This design comes from an exercise in tuning for small area, a short achievable clock period and few clock cycles per item on the open sky130 flow, not from production work. Only simulation tests tie the RTL to the original design; equivalence was not proved.

File: flow/design.v
package prae_pkg;
    localparam int LatW   = 28;
    localparam int LonW   = 29;
    localparam int FixW   = 3;
    localparam int CharW  = 8;
    localparam int AddrW  = 3;
    localparam int DataW  = 32;
    localparam logic [CharW-1:0] AsciiBang  = 8'h21;
    localparam logic [CharW-1:0] AsciiDot   = 8'h2e;
    localparam logic [CharW-1:0] AsciiN     = 8'h4e;
    localparam logic [CharW-1:0] AsciiS     = 8'h53;
    localparam logic [CharW-1:0] AsciiE     = 8'h45;
    localparam logic [CharW-1:0] AsciiW     = 8'h57;
    localparam logic [CharW-1:0] AsciiNul   = 8'h00;
    localparam logic [CharW-1:0] SymTableRst = 8'd47;
    localparam logic [CharW-1:0] SymCodeRst  = 8'd62;
endpackage
module prae_coord #(
    parameter bit HasDh = 1'b0
)
(
    input  logic       clk,
    input  logic       step,
    input  logic       first,
    input  logic [4:0] mbits,    
    input  logic [2:0] pos,      
    output logic [3:0] dig
);
    logic [2:0] b0, b1, b2;
    logic [1:0] t0, t1;
    logic [3:0] ho, ht, mo;
    logic [2:0] mt;
    logic [3:0] dg0, dg1, dg2;
    logic [44:0] acc_reg, acc_next, s1, s2, s3, ini;
    logic [6:0]  x3;
    assign {dg2, dg1, dg0, mt, mo, ht, ho, t1, t0, b2, b1, b0} = acc_reg;
    prae_dbl #(.HasDh(HasDh)) u_s1 (.a(acc_reg), .b(mbits[2]), .n(s1));
    prae_dbl #(.HasDh(HasDh)) u_s2 (.a(s1),      .b(mbits[1]), .n(s2));
    prae_dbl #(.HasDh(HasDh)) u_s3 (.a(s2),      .b(mbits[0]), .n(s3));
    always_comb
    begin
        x3  = 7'(mbits) + {1'b0, mbits, 1'b0};
        ini = '0;
        ini[2:0] = 3'(x3 % 7'd5);
        ini[5:3] = 3'((x3 / 7'd5) % 7'd5);
        ini[8:6] = 3'(x3 / 7'd25);
        acc_next = first ? ini : s3;
    end
    always_ff @(posedge clk)
    begin
        if (step)
            acc_reg <= acc_next;
    end
    logic c_b1, c_b2, c_t0, c_t1, c_ho, c_ht, c_mo, c_mt, c_d0, c_d1, c_d2;
    logic rnd;
    logic [3:0] n_ho;
    always_comb
    begin
        c_b1 = (b0 >= 3'd5);
        c_b2 = (b1 >= 3'd5) || (b1 == 3'd4 && c_b1);
        c_t0 = (b2 >= 3'd5) || (b2 == 3'd4 && c_b2);
        c_t1 = (t0 >= 2'd2) || (t0 == 2'd1 && c_t0);
        c_ho = (t1 >= 2'd2) || (t1 == 2'd1 && c_t1);
        c_ht = (ho >= 4'd10) || (ho == 4'd9 && c_ho);
        c_mo = (ht >= 4'd10) || (ht == 4'd9 && c_ht);
        c_mt = (mo >= 4'd10) || (mo == 4'd9 && c_mo);
        c_d0 = (mt >= 3'd6) || (mt == 3'd5 && c_mt);
        c_d1 = (dg0 >= 4'd10) || (dg0 == 4'd9 && c_d0);
        c_d2 = (dg1 >= 4'd10) || (dg1 == 4'd9 && c_d1);
        rnd  = t1[0] ^ c_t1;
        n_ho = ((ho + 4'(c_ho)) >= 4'd10) ? (ho + 4'(c_ho) - 4'd10)
                                                  : (ho + 4'(c_ho));
    end
    logic [3:0] sel_d;
    logic [1:0] sel_i;
    logic       sel_6;
    logic [3:0] sum;
    always_comb
    begin
        sel_6 = 1'b0;
        case (pos)
            3'd0:    begin sel_d = dg2;     sel_i = 2'(c_d2); end
            3'd1:    begin sel_d = dg1;     sel_i = 2'(c_d1); end
            3'd2:    begin sel_d = dg0;     sel_i = 2'(c_d0); end
            3'd3:    begin sel_d = 4'(mt);  sel_i = 2'(c_mt); sel_6 = 1'b1; end
            3'd4:    begin sel_d = mo;      sel_i = 2'(c_mo); end
            3'd5:    begin sel_d = ht;      sel_i = 2'(c_ht) + 2'(rnd && n_ho == 4'd9); end
            default: begin sel_d = ho;      sel_i = 2'(c_ho) + 2'(rnd); end
        endcase
        sum = sel_d + 4'(sel_i);
        if (sel_6)
            dig = (sum >= 4'd6) ? sum - 4'd6 : sum;
        else
            dig = (sum >= 4'd10) ? sum - 4'd10 : sum;
    end
endmodule
module prae_dbl #(
    parameter bit HasDh = 1'b0
)
(
    input  logic [44:0] a,
    input  logic        b,
    output logic [44:0] n
);
    logic [2:0] b0, b1, b2;
    logic [1:0] t0, t1;
    logic [3:0] ho, ht, mo;
    logic [2:0] mt;
    logic [3:0] dg0, dg1, dg2;
    assign {dg2, dg1, dg0, mt, mo, ht, ho, t1, t0, b2, b1, b0} = a;
    function automatic logic [1:0] k5(input logic [2:0] d);
        case (d)
            3'd0, 3'd1, 3'd2: k5 = 2'd0;
            3'd3, 3'd4:       k5 = 2'd1;
            default:          k5 = 2'd2;
        endcase
    endfunction
    function automatic logic [2:0] r5(input logic [2:0] d);
        case (d)
            3'd0:    r5 = 3'd0;
            3'd1:    r5 = 3'd2;
            3'd2:    r5 = 3'd4;
            3'd3:    r5 = 3'd1;
            3'd4:    r5 = 3'd3;
            3'd5:    r5 = 3'd0;
            3'd6:    r5 = 3'd2;
            default: r5 = 3'd4;
        endcase
    endfunction
    function automatic logic [1:0] k10(input logic [3:0] d);
        if (d >= 4'd10)     k10 = 2'd2;
        else if (d >= 4'd5) k10 = 2'd1;
        else                k10 = 2'd0;
    endfunction
    function automatic logic [2:0] h10(input logic [3:0] d);
        if (d >= 4'd10)     h10 = 3'(d - 4'd10);
        else if (d >= 4'd5) h10 = 3'(d - 4'd5);
        else                h10 = d[2:0];
    endfunction
    function automatic logic [1:0] k6(input logic [2:0] d);
        if (d >= 3'd6)      k6 = 2'd2;
        else if (d >= 3'd3) k6 = 2'd1;
        else                k6 = 2'd0;
    endfunction
    function automatic logic [1:0] h6(input logic [2:0] d);
        if (d >= 3'd6)      h6 = 2'(d - 3'd6);
        else if (d >= 3'd3) h6 = 2'(d - 3'd3);
        else                h6 = d[1:0];
    endfunction
    logic [2:0] nb0, nb1, nb2;
    logic [1:0] nt0, nt1;
    logic [3:0] nho, nht, nmo;
    logic [2:0] nmt;
    logic [3:0] nd0, nd1, nd2;
    always_comb
    begin
        nb0 = r5(b0) + (b ? 3'd3 : 3'd0);
        nb1 = r5(b1) + 3'(k5(b0));
        nb2 = r5(b2) + 3'(k5(b1));
        nt0 = k5(b2);
        nt1 = t0;
        nho = {h10(ho), 1'b0} + 4'(t1);
        nht = {h10(ht), 1'b0} + 4'(k10(ho));
        nmo = {h10(mo), 1'b0} + 4'(k10(ht));
        nmt = {h6(mt), 1'b0}  + 3'(k10(mo));
        nd0 = {h10(dg0), 1'b0} + 4'(k6(mt));
        nd1 = {h10(dg1), 1'b0} + 4'(k10(dg0));
        nd2 = HasDh ? ({h10(dg2), 1'b0} + 4'(k10(dg1))) : 4'd0;
    end
    assign n = {nd2, nd1, nd0, nmt, nmo, nht, nho, nt1, nt0, nb2, nb1, nb0};
endmodule
import prae_pkg::*;
module position_report_ascii_encoder
(
    input  logic              clk,
    input  logic              rst_n,
    input  logic              pos_valid,
    output logic              pos_ready,
    input  logic signed [LatW-1:0] pos_lat_micro,
    input  logic signed [LonW-1:0] pos_lon_micro,
    input  logic [FixW-1:0]   pos_fix_level,
    output logic              rpt_valid,
    input  logic              rpt_ready,
    output logic [CharW-1:0]  rpt_out_char,
    output logic              rpt_last_char,
    output logic              rpt_pos_invalid,
    input  logic              psel,
    input  logic              penable,
    input  logic              pwrite,
    input  logic [AddrW-1:0]  paddr,
    input  logic [DataW-1:0]  pwdata,
    output logic [DataW-1:0]  prdata,
    output logic              pready
);
    logic [CharW-1:0] sym_table_reg;
    logic [CharW-1:0] sym_code_reg;
    logic [CharW-1:0] prdata_reg;
    assign pready = 1'b1;
    always_ff @(posedge clk or negedge rst_n)
    begin
        if (!rst_n)
        begin
            sym_table_reg <= SymTableRst;
            sym_code_reg  <= SymCodeRst;
        end
        else if (psel && penable && pwrite)
        begin
            if (paddr[2])
                sym_code_reg  <= pwdata[CharW-1:0];
            else
                sym_table_reg <= pwdata[CharW-1:0];
        end
    end
    always_ff @(posedge clk)
    begin
        prdata_reg <= paddr[2] ? sym_code_reg : sym_table_reg;
    end
    assign prdata = {{(DataW-CharW){1'b0}}, prdata_reg};
    logic             known_q;      
    logic             inv_q;        
    logic             lat_done;
    logic [3:0]       lat_cnt;
    logic             lon_pend;     
    logic [3:0]       lon_cnt;
    logic [LonW-1:0]  lon_raw;
    logic [6:0]       lat_pf;       
    logic             vld;
    logic             cur_inv;
    logic [4:0]       idx;
    logic [CharW-1:0] out_reg;
    logic             last_reg;
    logic             cur_slat, cur_slon;
    logic             nxt_full, nxt_inv, nxt_slat, nxt_slon;
    logic             pins_inv;
    logic             acc_now;
    logic             take;
    logic             cur_free;
    logic             lat_free, lon_free;
    logic             lat_go, lat_step, lon_go, lon_step;
    assign pins_inv = (pos_fix_level == '0)
                      || (pos_lat_micro == '0 && pos_lon_micro == '0);
    assign pos_ready = known_q && !nxt_full && (inv_q || (lat_done && !lon_pend));
    assign acc_now   = pos_valid && pos_ready;
    assign take      = vld && rpt_ready;
    assign cur_free  = !vld || (take && last_reg);
    assign lat_free = !(vld && !cur_inv && idx < 5'd7) && !(nxt_full && !nxt_inv);
    assign lon_free = !(vld && !cur_inv && idx < 5'd17) || !(nxt_full && !nxt_inv);
    assign lat_go   = known_q && !inv_q && lat_free && !lat_done && lat_cnt == 4'd0;
    assign lat_step = lat_go || lat_cnt != 4'd0;
    assign lon_go   = lon_pend && lon_cnt == 4'd0;
    assign lon_step = (lon_go && lon_free) || lon_cnt != 4'd0;
    always_ff @(posedge clk or negedge rst_n)
    begin
        if (!rst_n)
        begin
            known_q  <= 1'b0;
            lat_done <= 1'b0;
            lat_cnt  <= '0;
            lon_pend <= 1'b0;
            lon_cnt  <= '0;
        end
        else
        begin
            known_q <= pos_valid && !acc_now;
            if (acc_now)
                lat_done <= 1'b0;
            else if (lat_cnt == 4'd8)
                lat_done <= 1'b1;
            if (lat_step)
                lat_cnt <= (lat_cnt == 4'd8) ? 4'd0 : lat_cnt + 4'd1;
            if (lon_step)
                lon_cnt <= (lon_cnt == 4'd8) ? 4'd0 : lon_cnt + 4'd1;
            if (acc_now && !inv_q)
                lon_pend <= 1'b1;
            else if (lon_cnt == 4'd8)
                lon_pend <= 1'b0;
        end
    end
    always_ff @(posedge clk)
    begin
        inv_q <= pins_inv;
        if (acc_now && !inv_q)
            lon_raw <= pos_lon_micro;
    end
    function automatic logic [6:0] pick(input logic [LonW-1:0] v, input logic [3:0] sel);
        logic [6:0] r;
        r = '0;
        r[6] = v[LonW-1];
        if (sel == 4'd0)
        begin
            r[4:0] = v[28:24];
            r[5]   = |v[23:0];
        end
        else
        begin
            for (int j = 0; j < 8; j++)
            begin
                if (sel == 4'(j + 1))
                begin
                    r[2:0] = v[23 - 3*j -: 3];
                    r[5]   = (j == 7) ? 1'b0 : |(v & ((29'd1 << (21 - 3*j)) - 29'd1));
                end
            end
        end
        pick = r;
    endfunction
    function automatic logic [4:0] mag(input logic [6:0] p, input logic first);
        logic [4:0] m;
        logic       below;
        below = p[5];
        for (int i = 0; i < 5; i++)
        begin
            m[i]  = p[i] ^ (p[6] && below);
            below = below || p[i];
        end
        if (!first)
            m[4:3] = 2'b00;
        mag = m;
    endfunction
    logic [LonW-1:0] lat_sx;
    assign lat_sx = LonW'(pos_lat_micro);
    always_ff @(posedge clk)
    begin
        lat_pf <= pick(lat_sx, lat_step ? lat_cnt + 4'd1 : 4'd0);
    end
    logic [4:0] lat_m, lon_m;
    assign lat_m = mag(lat_pf, lat_cnt == 4'd0);
    assign lon_m = mag(pick(lon_raw, lon_cnt), lon_cnt == 4'd0);
    logic [2:0] lat_pos, lon_pos;
    logic [3:0] lat_dig, lon_dig;
    prae_coord #(.HasDh(1'b0)) u_lat (
        .clk   (clk),
        .step  (lat_step),
        .first (lat_cnt == 4'd0),
        .mbits (lat_m),
        .pos   (lat_pos),
        .dig   (lat_dig)
    );
    prae_coord #(.HasDh(1'b1)) u_lon (
        .clk   (clk),
        .step  (lon_step),
        .first (lon_cnt == 4'd0),
        .mbits (lon_m),
        .pos   (lon_pos),
        .dig   (lon_dig)
    );
    logic [4:0]       nidx;
    logic [CharW-1:0] nchar;
    assign nidx = idx + 5'd1;
    always_comb
    begin
        lat_pos = 3'd1;
        lon_pos = 3'd0;
        case (nidx)
            5'd1:  lat_pos = 3'd1;
            5'd2:  lat_pos = 3'd2;
            5'd3:  lat_pos = 3'd3;
            5'd4:  lat_pos = 3'd4;
            5'd6:  lat_pos = 3'd5;
            5'd7:  lat_pos = 3'd6;
            5'd10: lon_pos = 3'd0;
            5'd11: lon_pos = 3'd1;
            5'd12: lon_pos = 3'd2;
            5'd13: lon_pos = 3'd3;
            5'd14: lon_pos = 3'd4;
            5'd16: lon_pos = 3'd5;
            5'd17: lon_pos = 3'd6;
            default: ;
        endcase
        case (nidx)
            5'd1, 5'd2, 5'd3, 5'd4, 5'd6, 5'd7:
                nchar = {4'h3, lat_dig};
            5'd10, 5'd11, 5'd12, 5'd13, 5'd14, 5'd16, 5'd17:
                nchar = {4'h3, lon_dig};
            5'd5, 5'd15:
                nchar = AsciiDot;
            5'd8:
                nchar = cur_slat ? AsciiS : AsciiN;
            5'd9:
                nchar = sym_table_reg;
            5'd18:
                nchar = cur_slon ? AsciiW : AsciiE;
            default:
                nchar = sym_code_reg;
        endcase
    end
    always_ff @(posedge clk or negedge rst_n)
    begin
        if (!rst_n)
        begin
            vld      <= 1'b0;
            nxt_full <= 1'b0;
        end
        else
        begin
            if (cur_free)
            begin
                vld      <= nxt_full || acc_now;
                nxt_full <= nxt_full && acc_now;
            end
            else if (acc_now)
            begin
                nxt_full <= 1'b1;
            end
        end
    end
    always_ff @(posedge clk)
    begin
        if (cur_free)
        begin
            idx      <= '0;
            cur_inv  <= nxt_full ? nxt_inv  : inv_q;
            cur_slat <= nxt_full ? nxt_slat : pos_lat_micro[LatW-1];
            cur_slon <= nxt_full ? nxt_slon : pos_lon_micro[LonW-1];
            out_reg  <= (nxt_full ? nxt_inv : inv_q) ? AsciiNul : AsciiBang;
            last_reg <= nxt_full ? nxt_inv : inv_q;
        end
        else if (take)
        begin
            idx      <= nidx;
            out_reg  <= nchar;
            last_reg <= (nidx == 5'd19);
        end
        if (acc_now)
        begin
            nxt_inv  <= inv_q;
            nxt_slat <= pos_lat_micro[LatW-1];
            nxt_slon <= pos_lon_micro[LonW-1];
        end
    end
    assign rpt_valid       = vld;
    assign rpt_out_char    = out_reg;
    assign rpt_last_char   = last_reg;
    assign rpt_pos_invalid = cur_inv;
endmodule
File: flow/run.sh
#!/bin/bash
# synth_recipe.tcl (not shown) runs the flow's synth.tcl, then flattens the netlist and writes it again
# the make line also repeats each setting of config.mk as NAME=value (left out here)
make -C /OpenROAD-flow-scripts/flow DESIGN_CONFIG=/design/flow/config.mk WORK_HOME=/design/flow/orfs CLKGATE_MAP_FILE= SYNTH_SCRIPT=/design/flow/synth_recipe.tcl finish
File: flow/config.mk
export PLATFORM = sky130hd
export DESIGN_NAME = position_report_ascii_encoder
export DESIGN_NICKNAME = position_report_ascii_encoder
export VERILOG_FILES = /design/flow/design.v
export SDC_FILE = /design/flow/constraint.sdc
export NUM_CORES = 4
export LEC_CHECK = 0
export CAP_MARGIN = 20
export CORE_MARGIN = 2
export CORE_UTILIZATION = 40
export SLEW_MARGIN = 20
File: flow/constraint.sdc
create_clock -name core_clock -period 9.0 [get_ports {clk}]
set_input_delay 1.8000 -clock core_clock [delete_from_list [all_inputs] [get_ports {clk}]]
set_output_delay 1.8000 -clock core_clock [all_outputs]
set_load 0.01 [all_outputs]
==> summary.txt <==
post-synthesis adder-cell area fraction - 19.0%
final instance area - 22700 µm²
clock skew - 14.5 ps
worst hold path class - reg2reg
max_slew headroom - 34.2%
Req. time, crit path - 9320 ps
syn_area_per_cell - 8.34 µm²
Longest Clk Path Bufs - 2
min cycle time layout - 8310 ps
Tcrit/Tclk final - 92.3%
number of synthesized flops with an enable pin - 120
die area - 52900 µm²
WHS Path Cells - 1
Tightest Pin Transition - 980 ps
buffer count from post-CTS setup fixing - 0
Post-Synth Simple-Gate Area - 20.2%
outcome - finished clean
post-synthesis sequential area ratio - 23.2%
DPL Wire Length - 40000 µm
Syn Inst Count - 2447
vias in the first global route - 16900
Vias/cell - 5.56
Worst path max stage delay - 500 ps
Sink Count - 169
Die W - 230 µm
final hold slack - 544 ps
most common cell in the netlist - ha_1
GPL Wtd Cong - 0.864
DR pass1 iterations - 5
wire length per cell - 15.8 µm
Synth top area share - 17.6%
initial antenna violation count - 1
GR Util All Layers - 18.8%
post-synthesis mux area share - 5.22%
hold path start - sym_table_reg[7]
top cells by area, synth - edfxtp_1 (18%), ha_1 (17%), xnor2_1 (4.7%)
vias post-DR - 17800
layout cells sized above 1 - 6.21%
synthesized cell area - 20400 µm²
max-cap check violation count - 0
final setup fails - 0
most frequent cells after synthesis - ha_1 (271), nor2_1 (225), nand2_1 (186)
slowest stage cell, crit path - a311oi_1
PortBufs - 95
number of top-level design ports - 147
Max H-tree Level - 4
Setup crit end kind - register
CP Class - reg2reg
area grow syn2layout - 11.0%
Starting Density - 40.6%
post-synthesis cell type count - 96
worst r2r src - lon_cnt[0]
cell taking the most area after synthesis - edfxtp_1
Highest Clock Rate - 120 MHz
Largest register FFs - 40
drt drc - 0
Core Rows - 82
first-iteration detailed-routing DRC count - 1090
#FFs+latches synth - 169
Reg-to-Reg End - u_lon.acc_reg[5]
Fin. Hold Viols - 0
reg2reg path depth - 33
Slew Limit Fails - 0
WP buf/inv - 4
worst-path fanout max - 14
Most used DFF post-synth - edfxtp_1
Compound-Gate Fraction of Synth Area - 20.4%
grt total ovfl - 0
Yosys warnings - 5
core area - 50300 µm²
Reg clk slew, reported paths - 80 ps
nets - 2912
cell count along the critical path - 33
r2r setup slk - 690 ps
Synth Area in XOR/XNOR - 6.78%
hold endpoint - prdata_reg[7]
largest net degree at the start of global routing - 46
root buf cell - clkbuf_16
setup TNS - 0 ps
Post-synth ARST share - 17.2%
Routed Antenna Nets - 0
CTS Buf Count - 17
die height - 230 µm
data arrival time of the worst path - 8620 ps
RSZ-0062 raised after global routing - no
worst-skew pair later-pin latency - 460 ps
DRT Wirelength - 50700 µm
CTS tree - yes
Critical Path Source Type - register
largest family of logic cells by synthesized area - compound AO/OA/AOI/OAI gates
most frequent CP cell - ha_1
first-pass GRT wire length - 82800 µm
CP delay by family, top - compound AO/OA/AOI/OAI gates
Area after DPL - 22000 µm²
==> layer usage <==
metal	vias to the layer above	GRT usage, %	wire, µm
met5	-	0	0
met4	0	4.50	677
met3	47	2.19	1620
met2	324	32.3	24200
met1	8468	25.0	24200
li1	8978	-	-
==> worst max path at each step <==
stage                from          endpoint  slack (ps)
2_1_floorplan  lon_cnt[0]  u_lon.acc_reg[5]        1800
3_5_place_dp   lon_cnt[0]  u_lon.acc_reg[5]         570
3_3_place_gp   lon_cnt[1]  u_lon.acc_reg[5]         650
4_1_cts        lon_cnt[1]  u_lon.acc_reg[5]         480
5_1_grt        lon_cnt[0]  u_lon.acc_reg[5]           4
6_report       lon_cnt[0]  u_lon.acc_reg[5]         690
==> final cells by class <==
type	instances	area, µm²
inverter	172	646
clock inverter	15	195
fill	4945	27600
antenna	1	2.50
multi-input combinational	2046	14700
clock buffer	17	425
sequential	169	4740
timing repair buffer	111	1070
tap	672	841
==> placed cells by master, fill, tap and decap left out, types with 22 or more instances in the layout <==
cell / count
edfxtp_1: 120
xnor2_1: 107
a21oi_1: 155
conb_1: 25
or3_1: 24
mux2_2: 48
xor2_1: 48
ha_1: 271
nor3_1: 74
o22ai_1: 23
a31oi_1: 34
fa_1: 22
a221oi_1: 22
nor2_1: 224
o21ai_0: 149
nand2b_1: 58
mux2i_1: 51
and2_1: 64
nor2b_1: 48
inv_1: 168
nand2_1: 186
clkdlybuf4s50_1: 95
o31ai_1: 26
nand3_1: 50
==> stage by stage <==
step | worst slack, ps | cells | utilization (%)
global placement | 650 | 3170 | 43.8
global route | 4.27 | 3203 | 45.1
finish | 695 | 3203 | 45.1
detailed placement | 567 | 3170 | 43.8
CTS | 483 | 3202 | 45.0
floorplan | 1800 | 2470 | -
==> cells by family after synthesis <==
| logic type | Yosys count |
|---|---|
| simple gates | 833 |
| buf+inv | 255 |
| other cells | 2 |
| flops | 169 |
| fa+ha+maj | 297 |
| mux | 100 |
| compound gates | 633 |
| xor+xnor | 158 |
==> what timing repair did <==
action | CTS | global route
endpoints found under the setup margin | 0 | 3
gates resized for setup | 0 | 3
hold buffers | 0 | 0
==> worst reg2reg max path: cells and delay by family, from the launching register on <==
family | cells | cell delay (ps)
compound gates | 15 | 3390
simple gates | 8 | 1820
fa+ha+maj | 4 | 1380
buf+inv | 4 | 650
xor+xnor | 2 | 470
flops | 1 | 430
Testbench counts, summed over its fixed seeds: cycles 17,553, reports 960.

-- separate check: timing with driven ports --
Ports are ideal in the flow. The routed layout listed here was re-timed in OpenROAD. Step 1 assumes that a clkbuf_16 drives the clock port and a buf_2 every other input. Step 2 moves the port delays by t, midway between the first and last clock arrival at a register: inputs arrive t later, outputs are due t later. That takes back most of the time a late clock gives input paths. a / b / c = ideal ports / drivers / drivers and shift; a / b = the first two.
shift t [ns]: 0.499
setup slack, ns: 0.695 / 0.695 / 0.695
hold WS [ns]: 0.544 / 0.544 / 0.544
worst setup path after step 2: register to register
After both steps this run still meets setup and hold. The setup slack of this run moves by 0.000 ns with the drivers and by 0.000 ns with both steps.
